This design comes from an exercise in tuning for small area on the open sky130 flow, not from production work.
Where RTL was checked, it was by simulation tests only, not by an equivalence proof against the original.

==> inputs of v14 <==
## pe_cell_ctrl
module pe_cell_ctrl
(
	input  logic       clk,
	input  logic       rst_n,
	input  logic       cs_n,
	input  logic       cvalid,
	input  pe_ctrl_pkg::work_mode_e work_mode,
	input  pe_data_pkg::pe_id_t     pe_id,
	input  pe_data_pkg::trunc_t     reg_data_trunc,
	input  pe_data_pkg::bus_byte_t  wdata,
	input  logic       wdata_valid,
	output logic       wdata_busy,
	output logic       pe_busy,
	output pe_data_pkg::bus_byte_t  rdata,
	output logic       rdata_valid,
	output logic       rdata_last,
	input  logic       rdata_busy,
	output pe_data_pkg::row_vec_t   xin,
	output logic       pulse_in,
	output logic       rst_pe_rram,
	input  logic       pim_ready,
	input  pe_data_pkg::col_vec_t   partial_result
);
clock: 12.5 ns
lec_check: 0
cap_margin: 20
core_margin: 2
core_utilization: 40
slew_margin: 20
synth_hierarchical: 1
synth_minimum_keep_size: 0
standard.sh (not shown) runs the stock make flow with config.mk's settings and CLKGATE_MAP_FILE= SYNTH_SCRIPT=/design/flow/synth_recipe.tcl, a recipe that flattens the netlist after the stock synthesis.
==> flow/flow/run.sh <==
#!/bin/bash
bash standard.sh > standard.log 2>&1
==> v23: changes against v14 <==
--- a/flow/design.v
+++ b/flow/design.v
@@ -20,48 +20,42 @@
 	typedef logic [32*22-1:0] acc_arr_t;  
 	typedef logic [3:0] trunc_t;
 	typedef logic [6:0] pe_id_t;
 	typedef logic [5:0] send_idx_t;  
 endpackage
 `timescale 1ns/1ps
 module column_accumulator
 (
-	input  logic        ha,
-	input  logic        hb,
 	input  logic        sa,
 	input  logic        sb,
 	input  logic        la,
 	input  logic        lb,
-	input  logic        p0,
-	input  logic        p7,
+	input  logic        x,
 	input  logic [47:0] ca,        
 	input  logic [47:0] cb,
-	input  logic [13:0] hna,       
-	input  logic [13:0] hnb,
+	input  logic [13:0] hn,
 	output logic [14:0] nt
 );
 	logic [47:0] m;     
-	logic [13:0] hn;
 	logic [12:0] na;
 	logic        a13;
 	for (genvar i = 0; i < 48; i++) begin : g_m
 		if (i % 6 == 0 && i < 42) begin : g_l
 			assign m[i] = ~((ca[i] & la) | (cb[i] & lb));
 		end else if (i % 6 == 0) begin : g_l7
 			assign m[i] = (ca[i] & la) | (cb[i] & lb);
 		end else if (i < 42) begin : g_h
 			assign m[i] = ~((ca[i] & sa) | (cb[i] & sb));
 		end else begin : g_h7
 			assign m[i] = (ca[i] & sa) | (cb[i] & sb);
 		end
 	end
-	assign hn  = (hna & {14{ha}}) | (hnb & {14{hb}});
-	assign na  = {13{p0}} | (hn[12:0] ^ {13{p7}});
-	assign a13 = ~p0 & ~(hn[13] ^ p7);
+	assign na  = hn[12:0] ^ {13{x}};
+	assign a13 = ~(hn[13] ^ x);
 	logic k2;
 	logic s3;
 	logic k4;
 	logic k6;
 	logic s7;
 	logic k8;
 	logic s9;
 	logic k10;
@@ -147,43 +141,43 @@
 	logic k99;
 	logic s100;
 	logic k101;
 	logic k103;
 	logic s104;
 	logic k105;
 	logic k107;
 	logic k109;
-	assign nt[0] = ~(m[0] ^ na[0]);
-	assign k2 = m[0] | na[0];
+	xnor_cell u_s1 (.a(m[0]), .b(na[0]), .y(nt[0]));
+	or_cell u_k2 (.a(m[0]), .b(na[0]), .y(k2));
 	fa_cell u_s3 (.a(m[1]), .b(m[6]), .ci(na[1]), .s(s3), .co(k4));
-	assign nt[1] = ~(k2 ^ s3);
-	assign k6 = k2 | s3;
+	xnor_cell u_s5 (.a(k2), .b(s3), .y(nt[1]));
+	or_cell u_k6 (.a(k2), .b(s3), .y(k6));
 	fa_cell u_s7 (.a(m[12]), .b(m[2]), .ci(m[7]), .s(s7), .co(k8));
 	fa_cell u_s9 (.a(na[2]), .b(s7), .ci(k4), .s(s9), .co(k10));
-	assign nt[2] = ~(k6 ^ s9);
-	assign k12 = k6 | s9;
+	xnor_cell u_s11 (.a(k6), .b(s9), .y(nt[2]));
+	or_cell u_k12 (.a(k6), .b(s9), .y(k12));
 	fa_cell u_s13 (.a(m[13]), .b(m[18]), .ci(m[3]), .s(s13), .co(k14));
 	fa_cell u_s15 (.a(m[8]), .b(na[3]), .ci(k8), .s(s15), .co(k16));
 	fa_cell u_s17 (.a(s13), .b(s15), .ci(k10), .s(s17), .co(k18));
-	assign nt[3] = ~(k12 ^ s17);
-	assign k20 = k12 | s17;
+	xnor_cell u_s19 (.a(k12), .b(s17), .y(nt[3]));
+	or_cell u_k20 (.a(k12), .b(s17), .y(k20));
 	fa_cell u_s21 (.a(m[14]), .b(m[19]), .ci(m[24]), .s(s21), .co(k22));
 	fa_cell u_s23 (.a(m[4]), .b(m[9]), .ci(na[4]), .s(s23), .co(k24));
 	fa_cell u_s25 (.a(k14), .b(s21), .ci(s23), .s(s25), .co(k26));
 	fa_cell u_s27 (.a(k16), .b(s25), .ci(k18), .s(s27), .co(k28));
-	assign nt[4] = ~(k20 ^ s27);
-	assign k30 = k20 | s27;
+	xnor_cell u_s29 (.a(k20), .b(s27), .y(nt[4]));
+	or_cell u_k30 (.a(k20), .b(s27), .y(k30));
 	fa_cell u_s31 (.a(m[10]), .b(m[15]), .ci(m[20]), .s(s31), .co(k32));
 	fa_cell u_s33 (.a(m[25]), .b(m[30]), .ci(m[5]), .s(s33), .co(k34));
 	fa_cell u_s35 (.a(na[5]), .b(k22), .ci(s31), .s(s35), .co(k36));
 	fa_cell u_s37 (.a(s33), .b(k24), .ci(s35), .s(s37), .co(k38));
 	fa_cell u_s39 (.a(k26), .b(s37), .ci(k28), .s(s39), .co(k40));
-	assign nt[5] = ~(k30 ^ s39);
-	assign k42 = k30 | s39;
+	xnor_cell u_s41 (.a(k30), .b(s39), .y(nt[5]));
+	or_cell u_k42 (.a(k30), .b(s39), .y(k42));
 	fa_cell u_s43 (.a(m[11]), .b(m[16]), .ci(m[21]), .s(s43), .co(k44));
 	fa_cell u_s45 (.a(m[26]), .b(m[31]), .ci(m[36]), .s(s45), .co(k46));
 	fa_cell u_s47 (.a(na[6]), .b(k32), .ci(k34), .s(s47), .co(k48));
 	fa_cell u_s49 (.a(s43), .b(s45), .ci(k36), .s(s49), .co(k50));
 	fa_cell u_s51 (.a(s47), .b(s49), .ci(k38), .s(s51), .co(k52));
 	fa_cell u_s53 (.a(s51), .b(k40), .ci(k42), .s(nt[6]), .co(k54));
 	fa_cell u_s55 (.a(m[17]), .b(m[22]), .ci(m[27]), .s(s55), .co(k56));
 	fa_cell u_s57 (.a(m[32]), .b(m[37]), .ci(m[42]), .s(s57), .co(k58));
@@ -218,16 +212,22 @@
 module fa_cell (input logic a, b, ci, output logic s, co);
 	assign s  = a ^ b ^ ci;
 	assign co = (a & b) | (a & ci) | (b & ci);
 endmodule
 module ha_cell (input logic a, b, output logic s, co);
 	assign s  = a ^ b;
 	assign co = a & b;
 endmodule
+module xnor_cell (input logic a, b, output logic y);
+	assign y = ~(a ^ b);
+endmodule
+module or_cell (input logic a, b, output logic y);
+	assign y = a | b;
+endmodule
 `timescale 1ns/1ps
 module ao222 (input logic a1, b1, a2, b2, a3, b3, output logic y);
 	assign y = ~((a1 & b1) | (a2 & b2) | (a3 & b3));
 endmodule
 module ao22 (input logic a1, b1, a2, b2, output logic y);
 	assign y = ~((a1 & b1) | (a2 & b2));
 endmodule
 module onehot_sel #(parameter int N = 32)
@@ -246,16 +246,22 @@
 	end
 	if (R == 2) begin : g2
 		ao22 u (.a1(d[3*N3]), .b1(s[3*N3]), .a2(d[3*N3+1]), .b2(s[3*N3+1]), .y(t[N3]));
 	end else if (R == 1) begin : g1
 		assign t[N3] = ~(d[3*N3] & s[3*N3]);
 	end
 	assign y = ~&t;
 endmodule
+module hold2 (input logic d, e, q, ne, output logic y);
+	assign y = (d & e) | (q & ne);
+endmodule
+module hold3 (input logic q, h, a, ta, b, tb, output logic y);
+	assign y = (q & h) | (a & ta) | (b & tb);
+endmodule
 `timescale 1ns/1ps
 module pe_cell_ctrl
 (
 	input  logic       clk,
 	input  logic       rst_n,
 	input  logic       cs_n,
 	input  logic       cvalid,
 	input  pe_ctrl_pkg::work_mode_e work_mode,
@@ -330,70 +336,123 @@
 		if (idle || done_p)
 			cnt <= '0;
 		else if (take || xfer)
 			cnt <= cnt + 6'd1;
 		if (fire)
 			plane <= start ? 3'd0 : plane + 3'd1;
 	end
 	logic [35:0] bp [8];
+	logic [31:0] r0;           
+	logic [14:0] nt [16];      
+	logic [6:0]  wa, wb;       
+	logic        mid;
+	assign mid = xfer && cnt == 6'd16;
+	for (genvar q = 0; q < 7; q++) begin : g_w
+		assign wa[q] = upd && plane == 3'(q + 1);
+		assign wb[q] = upd_b && plane == 3'(q + 1);
+	end
+	logic [35:0] bp_d [8];
+	logic [31:0] r0_d;
+	logic        ntake, tm, ntm;
+	logic [6:0]  ha_c, hb_c;   
+	logic        r0a, r0b, hr0a, nr0b;
+	assign ntake = ~take;
+	assign tm    = take | mid;        
+	assign ntm   = ~tm;
+	assign r0a   = upd && p0;
+	assign r0b   = upd_b && p0;
+	assign hr0a  = ~(r0a | mid);
+	assign nr0b  = ~r0b;
+	for (genvar q = 0; q < 7; q++) begin : g_hc
+		assign ha_c[q] = ~(tm | wa[q]);
+		assign hb_c[q] = ~(tm | wb[q]);
+	end
+	for (genvar p = 0; p < 8; p++) begin : g_bp
+		for (genvar r = 0; r < 36; r++) begin : g_r
+			logic sh;
+			if (r == 0) begin : g_in
+				assign sh = wdata[p];
+			end else begin : g_sh
+				assign sh = bp[p][r-1];
+			end
+			if (p < 7 && r < 32 && r % 2 == 1) begin : g_a
+				hold3 u_h (.q(bp[p][r]), .h(ha_c[p]), .a(sh), .ta(tm), .b(nt[r/2][0]), .tb(wa[p]), .y(bp_d[p][r]));
+			end else if (p < 7 && r < 32) begin : g_b
+				hold3 u_h (.q(bp[p][r]), .h(hb_c[p]), .a(sh), .ta(tm), .b(nt[r/2][0]), .tb(wb[p]), .y(bp_d[p][r]));
+			end else if (p < 7) begin : g_m
+				hold2 u_h (.d(sh), .e(tm), .q(bp[p][r]), .ne(ntm), .y(bp_d[p][r]));
+			end else begin : g_l
+				hold2 u_h (.d(sh), .e(take), .q(bp[p][r]), .ne(ntake), .y(bp_d[p][r]));
+			end
+		end
+	end
+	for (genvar j = 0; j < 16; j++) begin : g_r0
+		hold3 u_a (.q(r0[2*j+1]), .h(hr0a), .a(r0[2*j]), .ta(mid), .b(nt[j][0]), .tb(r0a), .y(r0_d[2*j+1]));
+		hold2 u_b (.d(nt[j][0]), .e(r0b), .q(r0[2*j]), .ne(nr0b), .y(r0_d[2*j]));
+	end
 	always_ff @(posedge clk) begin
-		if (take)
-			for (int p = 0; p < 8; p++) bp[p] <= {bp[p][34:0], wdata[p]};
+		for (int p = 0; p < 8; p++) bp[p] <= bp_d[p];
+		r0 <= r0_d;
 	end
 	logic [7:0] psel;    
 	for (genvar p = 0; p < 8; p++) begin : g_psel
 		assign psel[p] = load_d && plane == 3'(p);
 	end
 	for (genvar r = 0; r < 36; r++) begin : g_xin
 		logic [7:0] d;
 		for (genvar p = 0; p < 8; p++) begin : g_d
 			assign d[p] = bp[p][r];
 		end
 		onehot_sel #(.N(8)) u_sel (.d, .s(psel), .y(xin[r]));
 	end
-	logic [13:0] hn [32];
-	logic [7:0]  ln [32];
-	logic        ha, hb, sa, sb, la, lb, upd_b;
-	assign ha    = rst_pe_rram;               
-	assign hb    = ~rst_pe_rram;
+	logic        sa, sb, la, lb, x, upd_b, hx_e, nhx;
+	assign x     = p0 | p7;
 	assign sa    = rst_pe_rram & ~rd;         
 	assign sb    = ~rst_pe_rram & ~rd;
 	assign la    = rst_pe_rram & (~rd | p0);
 	assign lb    = ~rst_pe_rram & (~rd | p0);
 	assign upd_b = load_d & ~rst_pe_rram;
+	logic [13:0] hx [16];
+	logic [13:0] hy [16];
+	assign hx_e = upd | upd_b | mid;
+	assign nhx  = ~(upd | upd_b | mid | start);
 	for (genvar g = 0; g < 16; g++) begin : g_acc
-		logic [14:0] nt;
 		column_accumulator u_add (
-			.ha, .hb, .sa, .sb, .la, .lb, .p0, .p7,
+			.sa, .sb, .la, .lb, .x,
 			.ca(partial_result[g*48 +: 48]), .cb(partial_result[(g+16)*48 +: 48]),
-			.hna(hn[g]), .hnb(hn[g+16]), .nt
+			.hn(hx[g]), .nt(nt[g])
 		);
+		logic [13:0] dx, dy;
+		for (genvar i = 0; i < 14; i++) begin : g_h
+			hold2 u_x (.d(hy[g][i]), .e(hx_e), .q(hx[g][i]), .ne(nhx), .y(dx[i]));
+			hold2 u_y (.d(nt[g][i+1]), .e(hx_e), .q(hy[g][i]), .ne(nhx), .y(dy[i]));
+		end
 		always_ff @(posedge clk) begin
-			if (upd) begin
-				hn[g] <= nt[14:1];
-				ln[g] <= {nt[0], ln[g][7:1]};
-			end
-			if (upd_b) begin
-				hn[g+16] <= nt[14:1];
-				ln[g+16] <= {nt[0], ln[g+16][7:1]};
-			end
+			hx[g] <= dx;
+			hy[g] <= dy;
 		end
 	end
-	logic [31:0] gsel;   
+	logic [15:0] qsel;   
 	logic [21:0] s, w;
-	for (genvar g = 0; g < 32; g++) begin : g_gsel
-		assign gsel[g] = cnt[4:0] == 5'((g + 1) % 32);
+	for (genvar j = 0; j < 16; j++) begin : g_qsel
+		assign qsel[j] = cnt[3:0] == 4'((j + 1) % 16);
 	end
 	for (genvar b = 0; b < 22; b++) begin : g_out
-		logic [31:0] d;
-		for (genvar g = 0; g < 32; g++) begin : g_d
-			assign d[g] = b < 14 ? hn[g][b] : ln[g][b - 14];
+		logic [15:0] d;
+		for (genvar j = 0; j < 16; j++) begin : g_d
+			if (b < 14) begin : g_h
+				assign d[j] = hx[j][b];
+			end else if (b == 14) begin : g_0
+				assign d[j] = r0[2*j+1];
+			end else begin : g_l
+				assign d[j] = bp[b - 15][2*j+1];
+			end
 		end
-		onehot_sel #(.N(32)) u_sel (.d, .s(gsel), .y(w[b]));
+		onehot_sel #(.N(16)) u_sel (.d, .s(qsel), .y(w[b]));
 	end
 	assign s = {rd ? 14'd0 : w[13:0], w[21], ~w[20:14]};
 	always_comb begin
 		if (!rdata_valid)
 			rdata = '0;
 		else if (cnt == 6'd0)
 			rdata = {1'b0, pe_id};
 		else if (reg_data_trunc == 4'd15)
==> flow/flow/run.sh (replaced) <==
#!/bin/bash
# The standard layout (standard.sh: synthesis to final DEF), with the port
# buffers made of the smallest buffer cell instead of the default choice,
# and no dummy loads in the clock tree.
set -euo pipefail
export BUFFER_PORTS_ARGS="-buffer_cell sky130_fd_sc_hd__buf_1"
export CTS_ARGS="-sink_clustering_enable -repair_clock_nets -dont_use_dummy_load -sink_clustering_size 22 -sink_clustering_max_diameter 100"
bash standard.sh finish > standard.log 2>&1
==> flow/config.mk (replaced) <==
export PLATFORM = sky130hd
export DESIGN_NAME = pe_cell_ctrl
export DESIGN_NICKNAME = pe_cell_ctrl
export VERILOG_FILES = /design/flow/design.v
export SDC_FILE = /design/flow/constraint.sdc
export NUM_CORES = 8
export LEC_CHECK = 0
export CAP_MARGIN = 20
export CELL_PAD_IN_SITES_DETAIL_PLACEMENT = 1
export CELL_PAD_IN_SITES_GLOBAL_PLACEMENT = 2
export CORE_AREA = 2 2 718 398
export DIE_AREA = 0 0 720 400
export PLACE_DENSITY = 0.4
export SLEW_MARGIN = 20
export SYNTH_HIERARCHICAL = 1
export SYNTH_MINIMUM_KEEP_SIZE = 0
==> notes <==
Area after synthesis: v14 is larger than v23 (about 20%). v23 ran to the end with no violations. v14 died in I/O pin placement. In v14 the synthesized cell count is lower than in v23, by 5.6%.
==> figures <==
|  | v23 | v14 |
|---|---|---|
| Run status | finished clean | did not finish |
| Last stage reached | - | I/O pin placement |
| Xor and xnor fraction of the mapped netlist area | 5.33% | 0.130% |
| Sequential cell area fraction in the yosys report | 28.8% | 46.2% |
| Cell with the most instances after synthesis | sky130_fd_sc_hd__dfxtp_1 | sky130_fd_sc_hd__edfxtp_1 |
| Mapped cell area | 54,800 um^2 | 65,400 um^2 |
| Simple-gate portion of the synthesized area | 3.63% | 2.49% |
| Warnings, synthesis | 15 | 13 |
| Synthesized netlist cell count | 4,620 | 4,360 |
| Die boundary width | 720 um | 408 um |
| Die outline height | 400 um | 408 um |
| Site row count | 145 | 148 |
| Multiplexer share of the synthesized area | 0.890% | 4.26% |
| Count of flip-flops with a built-in enable after synthesis | 4 | 996 |
No functional check of the RTL was part of v14.

-- re-timing with driven ports --
The results above use ideal ports. As a check the final layout listed here was re-extracted and re-timed, cells and wires unchanged.
Step 1 assumes that a clkbuf_16 drives the clock port and a buf_2 every other input.
Step 2 times the ports against the registers' clock, not the clock port: input delays grow and output delays shrink by t, the midpoint of the rising clock arrivals with the driver on.
Three values: ideal, step 1, step 2; two values: the first two.
run: v23
t, ns: 0.750
setup WS [ns]: 3.654 / 3.503 / 3.250
worst hold slack (ns): 0.447 / 0.447 / 0.447
After both steps setup and hold are still met in v23. For v23, drivers alone change the setup slack by -0.151 ns; drivers and shift together by -0.404 ns.
